Context: an optimization exercise on an open-source flow, tuned for small area, a short achievable clock period and few clock cycles. The choices shown serve that exercise and are no tape-out recipe.
At most, simulation tests tie the RTL to the original design; equivalence was not proved.
Power figures rest on the tool's default switching activity, not on a simulated workload.

==> flow/design.v (excerpt) <==
module cpu16_top (
	input  logic        CLK,
	input  logic        rst_n,
	input  logic        imem_ack,
	input  logic [15:0] imem_data,
	input  logic        dmem_ack,
	input  logic [15:0] dmem_rdata,
	output logic        imem_req,
	output logic [15:0] imem_addr,
	output logic        dmem_req,
	output logic [32:0] dmem_cmd,
	output logic        halted
);
	logic        ph;        
	logic [15:0] ir;        
	logic [15:0] a;         
	logic [15:0] b;         
	logic [15:0] fa;        
	logic [3:0]  flags;     
	logic [15:0] res_q;     
	logic        c_q;       
	logic        wr_q;      
	logic        dm_pend;   
	logic        halted_r;
	logic        tk_abs;    
	logic        tk_rel;    
	logic        fr_q;      
	logic        fw_q;      
	logic [15:0] regs [16];
	logic x_halt;   
	logic x_mem;    
	logic x_ld;     
	logic x_wr;     
	logic x_alu;    
	logic x_xw;     
	logic x_lw;     
	logic x_arith, x_sub, x_and, x_or, x_xor, x_shl, x_shr, x_mov;
	logic dm_wait, f_acc, x_go;
	assign dm_wait = dm_pend && !dmem_ack;
	assign f_acc   = !ph && imem_ack && !dm_wait;
	assign x_go    = ph && !dm_pend;
	logic [15:0] incval;
	assign incval = ir[13] ? b - 16'd1 : b + 16'd1;
	logic        we, w_ra, w_ld;
	logic [3:0]  waddr;
	logic [15:0] wdata;
	assign w_ld  = x_ld && dm_pend;
	assign we    = wr_q || (dm_pend && dmem_ack && x_lw) || (x_go && x_xw);
	assign w_ra  = wr_q || w_ld;
	assign waddr = w_ra ? ir[7:4] : ir[3:0];
	assign wdata = wr_q ? res_q : (w_ld ? dmem_rdata : incval);
	logic [15:0] rf_d, rf_en;
	assign rf_d = rst_n ? wdata : 16'd0;
	always_comb
		for (int i = 0; i < 16; i++)
			rf_en[i] = !rst_n || (we && waddr == 4'(i));
	always_ff @(posedge CLK)
		for (int i = 0; i < 16; i++)
			if (rf_en[i])
				regs[i] <= rf_d;
	logic [3:0] flags_n;
	assign flags_n = (wr_q && x_alu) ? {c_q, res_q == 16'd0, ~^res_q, res_q[15]} : flags;
	logic [1:0]  d_grp;
	logic [3:0]  d_aluf;
	logic        d_ldi, d_mem, d_ld, d_alu, d_incdec, d_const, d_sub, d_shl, d_fsel, d_taken;
	assign d_grp    = imem_data[15:14];
	assign d_aluf   = imem_data[13:10];
	assign d_alu    = (d_grp == 2'b11);
	assign d_ldi    = (d_grp == 2'b01) && (imem_data[9:8] == 2'b01);
  ...
For scale: roughly 2,500 cells after synthesis, roughly 360 flip-flops, ~88 I/O pins.
clock: 6.5 ns
lec_check: 0
abc_area: 1
cap_margin: 20
core_margin: 2
core_utilization: 40
setup_slack_margin: 3.6
slew_margin: 20
standard.sh (not shown) runs the stock make flow with config.mk's settings and CLKGATE_MAP_FILE= SYNTH_SCRIPT=/design/flow/synth_recipe.tcl, a recipe that flattens the netlist after the stock synthesis.
==> flow/flow/run.sh <==
#!/bin/bash
set -e
export BUFFER_PORTS_ARGS="-buffer_cell sky130_fd_sc_hd__buf_2"
bash standard.sh > standard.log 2>&1
Testbench counts at the start, summed over its fixed seeds: cycles 42,776.
Rerun with:
--- a/flow/config.mk
+++ b/flow/config.mk
@@ -10,4 +10,5 @@
 export CORE_MARGIN = 2
 export CORE_UTILIZATION = 40
-export SETUP_SLACK_MARGIN = 3.6
+export GPL_TIMING_DRIVEN = 0
+export SETUP_SLACK_MARGIN = 3.5
 export SLEW_MARGIN = 20
The changed run completed without violations; count of clock-buffer cells in the layout grows by 11; cell area came out lower by 0.32%; wire length rose by about 2.4%; fmax went down by about 1.1%; sequential share of layout area rose by 0.11 points; worst hold slack gets worse by 0.032 ns.
Rerun with:
--- a/flow/config.mk
+++ b/flow/config.mk
@@ -9,6 +9,5 @@
 export CAP_MARGIN = 20
 export CORE_MARGIN = 2
-export CORE_UTILIZATION = 40
-export GPL_TIMING_DRIVEN = 0
+export CORE_UTILIZATION = 50
 export SETUP_SLACK_MARGIN = 3.5
 export SLEW_MARGIN = 20
=>
- The new run ran to the end with no violations
- sequential power barely changes
- synthesized area does not change
- final area goes down by 2.2%
- utilization increases by 11 points
- via count is higher by about 1.5%
- setup slack is better by 0.040 ns
- critical path depth is unchanged
Rerun with:
==> flow/run.sh (new file) <==
#!/bin/bash
# synth_recipe.tcl (not shown) runs the flow's synth.tcl, then flattens the netlist and writes it again
# the make line also repeats each setting of config.mk as NAME=value (left out here)
make -C /OpenROAD-flow-scripts/flow DESIGN_CONFIG=/design/flow/config.mk WORK_HOME=/design/flow/orfs CLKGATE_MAP_FILE= SYNTH_SCRIPT=/design/flow/synth_recipe.tcl finish
--- a/flow/config.mk
+++ b/flow/config.mk
@@ -9,5 +9,5 @@
 export CAP_MARGIN = 20
 export CORE_MARGIN = 2
-export CORE_UTILIZATION = 50
-export SETUP_SLACK_MARGIN = 3.5
+export CORE_UTILIZATION = 40
+export SETUP_SLACK_MARGIN = 3.8
 export SLEW_MARGIN = 20
removed: flow/flow/run.sh
removed: flow/standard.sh
Outcome:
- maximum frequency barely changes
- global-route usage went down by 6.5 points
- die area climbs by 24%
- sequential power hardly moves
- total power rises by 9.3%
- setup slack loses 0.0079 ns
- core utilization shrinks by 5.9 points
- first-iteration DRC count is higher by about 13%
Rerun with:
--- a/flow/config.mk
+++ b/flow/config.mk
@@ -9,5 +9,5 @@
 export CAP_MARGIN = 20
 export CORE_MARGIN = 2
-export CORE_UTILIZATION = 40
-export SETUP_SLACK_MARGIN = 3.8
+export CORE_UTILIZATION = 55
+export SETUP_SLACK_MARGIN = 3.5
 export SLEW_MARGIN = 20
Outcome:
- The changed run finished with timing, DRC and antenna clean
- count of clock-buffer cells in the layout rises by 3
- sequential share of layout area rises by 4.5 points
- wire length falls by 5.5%
- total power falls by 7.9%
- clock power falls by 9.9%
- synthesized area does not change
- sequential cell count is unchanged
- worst hold slack is better by 0.011 ns
- via count falls by 3.0%

---

Another version of the RTL of cpu16_top (not shown whole).
Size: ~1800 cells after synthesis, ~340 flip-flops, ~88 I/O pins, ~20000 µm² of cells after synthesis.
clock: 6.5 ns
lec_check: 0
cap_margin: 20
core_margin: 2
core_utilization: 40
setup_slack_margin: 3.0
slew_margin: 20
run.sh (not shown) runs the stock make flow with config.mk's settings and CLKGATE_MAP_FILE= SYNTH_SCRIPT=/design/flow/synth_recipe.tcl, a recipe that flattens the netlist after the stock synthesis.
Stock flow here: none of the scripts above is used.
The starting point passed the timing, design-rule and antenna checks.
==> next run, changes <==
--- a/flow/config.mk
+++ b/flow/config.mk
@@ -11 +10,0 @@
-export SETUP_SLACK_MARGIN = 3.0
After rerunning:
- wire length shrinks by 3.1%
- count of clock-buffer cells in the layout grows by 4
- clock skew stays flat
- die area stays the same
- setup slack gets worse by 0.67 ns
- power shrinks by 6.3%
- sequential power is about the same
- first-iteration DRC count grows by 4.0%
No run of this note included a check of the RTL's function; only the layout flow was run.

---

cpu16_top with an RTL version that a note above also has.
Size: roughly 21000 um^2 of cells after synthesis.
export LEC_CHECK = 0
export ABC_AREA = 1
export CAP_MARGIN = 20
export CORE_MARGIN = 2
export CORE_UTILIZATION = 40
export CTS_CLUSTER_SIZE = 60
export SETUP_SLACK_MARGIN = 3.5
export SLEW_MARGIN = 20
create_clock -name core_clock -period 6.5 [get_ports {CLK}]
standard.sh (not shown) runs the stock make flow with config.mk's settings and CLKGATE_MAP_FILE= SYNTH_SCRIPT=/design/flow/synth_recipe.tcl, a recipe that flattens the netlist after the stock synthesis.
==> flow/flow/run.sh <==
#!/bin/bash
set -e
export BUFFER_PORTS_ARGS="-buffer_cell sky130_fd_sc_hd__buf_2"
bash standard.sh > standard.log 2>&1
Testbench counts at the start, summed over its fixed seeds: cycles 42,776.
Next try:
--- a/flow/config.mk
+++ b/flow/config.mk
@@ -11,3 +11,3 @@
 export CORE_UTILIZATION = 40
-export CTS_CLUSTER_SIZE = 60
+export CTS_CLUSTER_SIZE = 30
 export SETUP_SLACK_MARGIN = 3.5
Worst hold slack is about the same.
Final area shrinks slightly.
Critical path depth does not change.
Flip-flop and latch count is unchanged.
Area after synthesis does not change.
Worst setup slack improved by 23 ps.
Routed wire length barely changes.
Next try:
==> flow/run.sh (new file) <==
#!/bin/bash
# synth_recipe.tcl (not shown) runs the flow's synth.tcl, then flattens the netlist and writes it again
# the make line also repeats each setting of config.mk as NAME=value (left out here)
make -C /OpenROAD-flow-scripts/flow DESIGN_CONFIG=/design/flow/config.mk WORK_HOME=/design/flow/orfs CLKGATE_MAP_FILE= SYNTH_SCRIPT=/design/flow/synth_recipe.tcl finish
--- a/flow/config.mk
+++ b/flow/config.mk
@@ -11,3 +11,2 @@
 export CORE_UTILIZATION = 40
-export CTS_CLUSTER_SIZE = 30
 export SETUP_SLACK_MARGIN = 3.5
removed: flow/flow/run.sh
removed: flow/standard.sh
After rerunning:
- die area is unchanged
- non-clock buffer count increases by 82
- clock skew increases by 3.8 ps
- power increases by 4.4%
- area after synthesis does not change
- final area increases by 5.2%
Next try:
==> flow/flow/run.sh (new file) <==
#!/bin/bash
set -e
export BUFFER_PORTS_ARGS="-buffer_cell sky130_fd_sc_hd__buf_1"
bash standard.sh > standard.log 2>&1
==> flow/standard.sh (new file) <==
#!/bin/bash
# synth_recipe.tcl (not shown) runs the flow's synth.tcl, then flattens the netlist and writes it again
# the make line also repeats each setting of config.mk as NAME=value (left out here)
make -C /OpenROAD-flow-scripts/flow DESIGN_CONFIG=/design/flow/config.mk WORK_HOME=/design/flow/orfs CLKGATE_MAP_FILE= SYNTH_SCRIPT=/design/flow/synth_recipe.tcl "${@:-finish}"
--- a/flow/config.mk
+++ b/flow/config.mk
@@ -10,3 +10,3 @@
 export CORE_MARGIN = 2
-export CORE_UTILIZATION = 40
+export CORE_UTILIZATION = 55
 export SETUP_SLACK_MARGIN = 3.5
removed: flow/run.sh
=> Core utilization increases by 15 points. Maximum frequency decreases by 0.92%. Via count decreases by 0.92%. Die area decreases by 27%. Setup slack is worse by 29 ps. Cell count decreases by 6.7%. Worst hold slack is better by 29 ps.

---

== exp/sierra ==
Starting RTL as in the previous note.
export LEC_CHECK = 0
export ABC_AREA = 1
export CAP_MARGIN = 20
export CORE_MARGIN = 2
export CORE_UTILIZATION = 40
export SETUP_SLACK_MARGIN = 3.5
export SLEW_MARGIN = 20
export TNS_END_PERCENT = 5
create_clock -name core_clock -period 6.5 [get_ports {CLK}]
==> flow/flow/run.sh <==
#!/bin/bash
set -e
export BUFFER_PORTS_ARGS="-buffer_cell sky130_fd_sc_hd__buf_2"
bash standard.sh > standard.log 2>&1
Testbench counts of exp/sierra, summed over its fixed seeds: cycles 42,776.
Input changes introduced in exp/harbor (baseline for comparison: exp/sierra):
- TNS_END_PERCENT removed (was 5)
### Flow results
Non-clock buffer count in the final layout: exp/harbor > exp/sierra. Compared with exp/sierra, in exp/harbor data arrival time of the worst path lower, wire length of the first global-routing pass higher, final weighted congestion in routability-driven placement lower. Summary of exp/harbor over exp/sierra: overall routed net length increased about 0.6%; highest net fanout along the worst path decreased 17. | final clock skew | higher: exp/sierra |. | final design utilization | exp/harbor vs exp/sierra | 0.45 points higher |. Launching instance or port of the critical path = b[1]: exp/sierra; launching instance or port of the critical path = imem_ack: exp/harbor.

---

== rev 12 ==
cpu16_top again, from the RTL that the note above started with.
==> flow/config.mk <==
export PLATFORM = sky130hd
export DESIGN_NAME = cpu16_top
export DESIGN_NICKNAME = cpu16_top
export VERILOG_FILES = /design/flow/design.v
export SDC_FILE = /design/flow/constraint.sdc
export NUM_CORES = 4
export LEC_CHECK = 0
export ABC_AREA = 1
export CAP_MARGIN = 20
export CORE_MARGIN = 2
export CORE_UTILIZATION = 40
export SETUP_SLACK_MARGIN = 3.5
export SLEW_MARGIN = 20
export TNS_END_PERCENT = 30
==> flow/constraint.sdc <==
create_clock -name core_clock -period 6.5 [get_ports {CLK}]
set_input_delay 1.3000 -clock core_clock [delete_from_list [all_inputs] [get_ports {CLK}]]
set_output_delay 1.3000 -clock core_clock [all_outputs]
set_load 0.01 [all_outputs]
Scripts as last shown in full above: flow/flow/run.sh
Rev 12 finished every stage and its layout cleared the timing, design-rule and antenna checks.
Testbench counts of rev 12, summed over its fixed seeds: cycles 42,776.
> inputs changed (rev 12 -> rev 13)
- putting CTS_BUF_LIST at sky130_fd_sc_hd__clkbuf_4 where nothing was set
- clearing TNS_END_PERCENT, which used to be 30
--- outcome ---
- Looking at share of the cycle needed by the critical path after routing, rev 13 sits below rev 12.
- Rev 13: design area 370 sq um above rev 12
- On wire length of the first global-routing pass: rev 13 sits above rev 12.
- The flow did not stop early for rev 13: all stages ran, and the layout cleared the timing, design-rule and antenna checks.

---

## v6
The RTL this note starts from:
==> flow/design.v <==
package cpu16_pkg;
	typedef logic [16-1:0]        word_t;     
	typedef logic [$clog2(16)-1:0]  reg_idx_t;  
	typedef logic [3:0]                      flags_t;    
	typedef enum logic [1:0] {
		PH_FETCH   = 2'd0,  
		PH_DECODE  = 2'd1,  
		PH_EXECUTE = 2'd2,  
		PH_COMMIT  = 2'd3   
	} phase_t;
	typedef struct packed {
		logic [1:0] group;      
		logic [2:0] alu_op;     
		logic       const_arg;  
		reg_idx_t   ra;         
		reg_idx_t   rb;         
		logic [3:0] imm;        
		logic       ld;         
		logic       st;         
		logic       ldi;        
		logic [1:0] incdec;     
		logic       jump;       
		logic       rel;        
		logic       halt;       
	} ctrl_t;
	typedef struct packed {
		logic  write;  
		word_t addr;
		word_t wdata;
	} mem_req_t;
endpackage
`timescale 1ns/100ps
module cpu16_top (
	input  logic        CLK,
	input  logic        rst_n,
	input  logic        imem_ack,
	input  logic [15:0] imem_data,
	input  logic        dmem_ack,
	input  logic [15:0] dmem_rdata,
	output logic        imem_req,
	output logic [15:0] imem_addr,
	output logic        dmem_req,
	output logic [32:0] dmem_cmd,
	output logic        halted
);
	logic        ph;        
	logic [15:0] ir;        
	logic [15:0] a;         
	logic [15:0] b;         
	logic [15:0] fa;        
	logic [3:0]  flags;     
	logic        dm_pend;   
	logic        halted_r;
	logic [15:0] regs [16];
	logic [1:0] grp;
	logic       is_halt, is_ldi, is_mem, is_ld, is_jmp, is_alu, incdec;
	assign grp     = ir[15:14];
	assign is_halt = (grp == 2'b00) && (ir[13:11] == 3'b001);
	assign is_ldi  = (grp == 2'b01) && (ir[9:8] == 2'b01);
	assign is_mem  = (grp == 2'b01) && (ir[9:8] != 2'b01);
	assign is_ld   = is_mem && !ir[10];
	assign is_jmp  = (grp == 2'b10);
	assign is_alu  = (grp == 2'b11);
	assign incdec  = ir[13] ^ ir[12];
	logic dm_wait, f_acc, x_go;
	assign dm_wait = dm_pend && !dmem_ack;
	assign f_acc   = !ph && imem_ack && !dm_wait;
	assign x_go    = ph && !dm_pend;
	logic [15:0] rda, rdb;
	assign rda = regs[imem_data[7:4]];
	assign rdb = regs[imem_data[3:0]];
	logic [15:0] incval;
	assign incval = ir[13] ? b - 16'd1 : b + 16'd1;
	logic [15:0] a_val, b_val, alu_res;
	logic [16:0] alu_wide, shr_wide;
	logic [2:0]  alu_op;
	assign a_val    = a;
	assign b_val    = ir[8] ? {12'd0, ir[3:0]} : b;
	assign alu_op   = ir[13] ? 3'd0 : ir[12:10];
	logic        is_shl;
	logic [15:0] sh_in, sh_rev;
	assign is_shl = (alu_op == 3'd6);
	always_comb
		for (int i = 0; i < 16; i++) begin
			sh_in[i]  = is_shl ? a_val[15-i] : a_val[i];
			sh_rev[i] = shr_wide[16-i];
		end
	assign shr_wide = {sh_in, 1'b0} >> b_val[3:0];
	always_comb begin
		alu_wide = {1'b0, b_val};
		case (alu_op)
			3'd0: alu_wide = {1'b0, b_val};
			3'd1: alu_wide = {1'b0, a_val} + {1'b0, b_val};
			3'd2: alu_wide = {1'b0, a_val} - {1'b0, b_val};
			3'd3: alu_wide = {1'b0, a_val & b_val};
			3'd4:  alu_wide = {1'b0, a_val | b_val};
			3'd5: alu_wide = {1'b0, a_val ^ b_val};
			3'd6: alu_wide = {shr_wide[0], sh_rev};
			3'd7: alu_wide = {shr_wide[0], shr_wide[16:1]};
		endcase
	end
	assign alu_res = alu_wide[15:0];
	logic [15:0] pcn, npc;
	logic        fsel, taken;
	assign pcn = fa + 16'd1;
	always_comb begin
		case (ir[9:8])
			2'b00:   fsel = flags[3];
			2'b01:   fsel = flags[2];
			2'b10:   fsel = flags[1];
			default: fsel = flags[0];
		endcase
	end
	assign taken = is_jmp && (ir[13] ? (ir[12] ? fsel : !fsel) : 1'b1);
	assign npc   = taken ? (ir[10] ? pcn + b : b) : pcn;
	logic        xw, lw, we;
	logic [3:0]  waddr;
	logic [15:0] wdata, lw_data;
	logic [3:0]  lw_addr;
	assign xw      = x_go && (is_alu || is_ldi || (is_ld && incdec));
	assign lw      = dm_pend && dmem_ack &&
		(is_ld ? !(incdec && (ir[7:4] == ir[3:0])) : incdec);
	assign lw_addr = is_ld ? ir[7:4] : ir[3:0];
	assign lw_data = is_ld ? dmem_rdata : incval;
	assign we      = xw || lw;
	assign waddr   = lw ? lw_addr : (is_ld ? ir[3:0] : ir[7:4]);
	assign wdata   = lw ? lw_data : (is_alu ? alu_res : (is_ldi ? {12'd0, ir[3:0]} : incval));
	logic [15:0] rf_d, rf_en;
	assign rf_d = rst_n ? wdata : 16'd0;
	always_comb
		for (int i = 0; i < 16; i++)
			rf_en[i] = !rst_n || (we && waddr == 4'(i));
	always_ff @(posedge CLK)
		for (int i = 0; i < 16; i++)
			if (rf_en[i])
				regs[i] <= rf_d;
	always_ff @(posedge CLK) begin
		if (!rst_n) begin
			ph       <= 1'b0;
			fa       <= 16'h0000;
			flags    <= '0;
			dm_pend  <= 1'b0;
			halted_r <= 1'b0;
		end else begin
			if (f_acc)
				ph <= 1'b1;
			if (x_go) begin
				ph <= 1'b0;
				fa <= npc;
				if (is_alu)
					flags <= {alu_wide[16], alu_res == 16'd0, ~^alu_res, alu_res[15]};
				if (is_halt)
					halted_r <= 1'b1;
			end
			if (x_go && is_mem)
				dm_pend <= 1'b1;
			else if (dmem_ack)
				dm_pend <= 1'b0;
		end
	end
	always_ff @(posedge CLK) begin
		if (f_acc) begin
			ir <= imem_data;
			a  <= (lw && lw_addr == imem_data[7:4]) ? lw_data : rda;
			b  <= (lw && lw_addr == imem_data[3:0]) ? lw_data : rdb;
		end
	end
	assign halted    = halted_r || (x_go && is_halt);
	assign imem_req  = !halted_r && (ph ? (x_go && !is_halt) : (!imem_ack || dm_wait));
	assign imem_addr = ph ? npc : fa;
	assign dmem_req  = (x_go && is_mem) || dm_wait;
	assign dmem_cmd  = {ir[10], b, a};
endmodule
make LEC_CHECK=0 CAP_MARGIN=20 CORE_MARGIN=2 CORE_UTILIZATION=40 SETUP_SLACK_MARGIN=3.0 SLEW_MARGIN=20 finish   # period 6.5 ns
run.sh (not shown) runs the stock make flow with config.mk's settings and CLKGATE_MAP_FILE= SYNTH_SCRIPT=/design/flow/synth_recipe.tcl, a recipe that flattens the netlist after the stock synthesis.
Stock flow here: none of the scripts above is used.
v6: full flow OK, the timing, design-rule and antenna checks passed
What v7 does differently from v6 at the input level:
# v6
export LEC_CHECK = 0
export CAP_MARGIN = 20
export CORE_MARGIN = 2
export CORE_UTILIZATION = 40
export SETUP_SLACK_MARGIN = 3.0
export SLEW_MARGIN = 20
create_clock -name core_clock -period 6.5 [get_ports {CLK}]
# v7
export LEC_CHECK = 0
export CAP_MARGIN = 20
export CORE_MARGIN = 2
export CORE_UTILIZATION = 40
export SLEW_MARGIN = 20
create_clock -name core_clock -period 6.5 [get_ports {CLK}]
Findings:
v7 does worse than v6 on worst setup slack. Going from v6 to v7, worst path buffer plus inverter count went down, depth of the most critical reg-to-reg path now sits lower, total chip power fell 0.76 mW, total routing usage reported by global routing -3.4 points, power share of the combinational group saw a decrease. Against v6, v7 reports a relative contribution of the clock network to total power that is higher.
No functional check of the RTL was part of any run of this note.

## port drivers added, routing unchanged
The results above use ideal ports. As a check the final layouts listed here were re-extracted and re-timed, cells and wires unchanged. Step 1 assumes that a clkbuf_16 drives the clock port and a buf_2 every other input. Step 2 moves the port delays by t, midway between the first and last clock arrival at a register: inputs arrive t later, outputs are due t later. That takes back most of the time a late clock gives input paths. a / b / c = no drivers / after step 1 / after step 2; a / b = the first two.
| run | t, ns | setup WS [ns] | worst slew at a driven data input, ns |
|---|---|---|---|
| the first run of note 1 | 0.632 | 3.360 / 3.311 / 3.000 | 0.08 |
| the second run of note 1 | 0.627 | 3.326 / 3.263 / 2.930 | 0.06 |
| the third run of note 1 | 0.599 | 3.366 / 3.314 / 2.830 | 0.14 |
| the fourth run of note 1 | 0.633 | 3.358 / 3.310 / 2.934 | 0.06 |
| the fifth run of note 1 | 0.631 | 3.375 / 3.331 / 2.817 | 0.14 |
| the first run of note 2 | 0.617 | 2.467 / 2.409 / 2.479 | 0.04 |
| the second run of note 2 | 0.617 | 1.797 / 1.742 / 1.249 | 0.04 |
| the first run of note 3 | 0.631 | 3.345 / 3.303 / 2.926 | 0.06 |
| the second run of note 3 | 0.619 | 3.368 / 3.327 / 2.897 | 0.05 |
| the third run of note 3 | 0.627 | 3.341 / 3.299 / 2.909 | 0.04 |
| the fourth run of note 3 | 0.617 | 3.311 / 3.272 / 2.861 | 0.13 |
| exp/sierra | 0.639 | 3.302 / 3.244 / 2.736 | 0.05 |
| exp/harbor | 0.619 | 3.368 / 3.327 / 2.897 | 0.05 |
| rev 12 | 0.641 | 3.347 / 3.295 / 2.812 | 0.05 |
| rev 13 | 0.879 | 3.368 / 3.328 / 2.621 | 0.05 |
| v6 | 0.613 | 1.447 / 1.387 / 1.883 | 0.14 |
| v7 | 0.607 | 0.488 / 0.432 / 1.039 | 0.04 |
After both steps every run listed still meets setup and hold. For rev 13, which loses most, drivers alone change the setup slack by -0.040 ns; drivers and shift together by -0.747 ns.
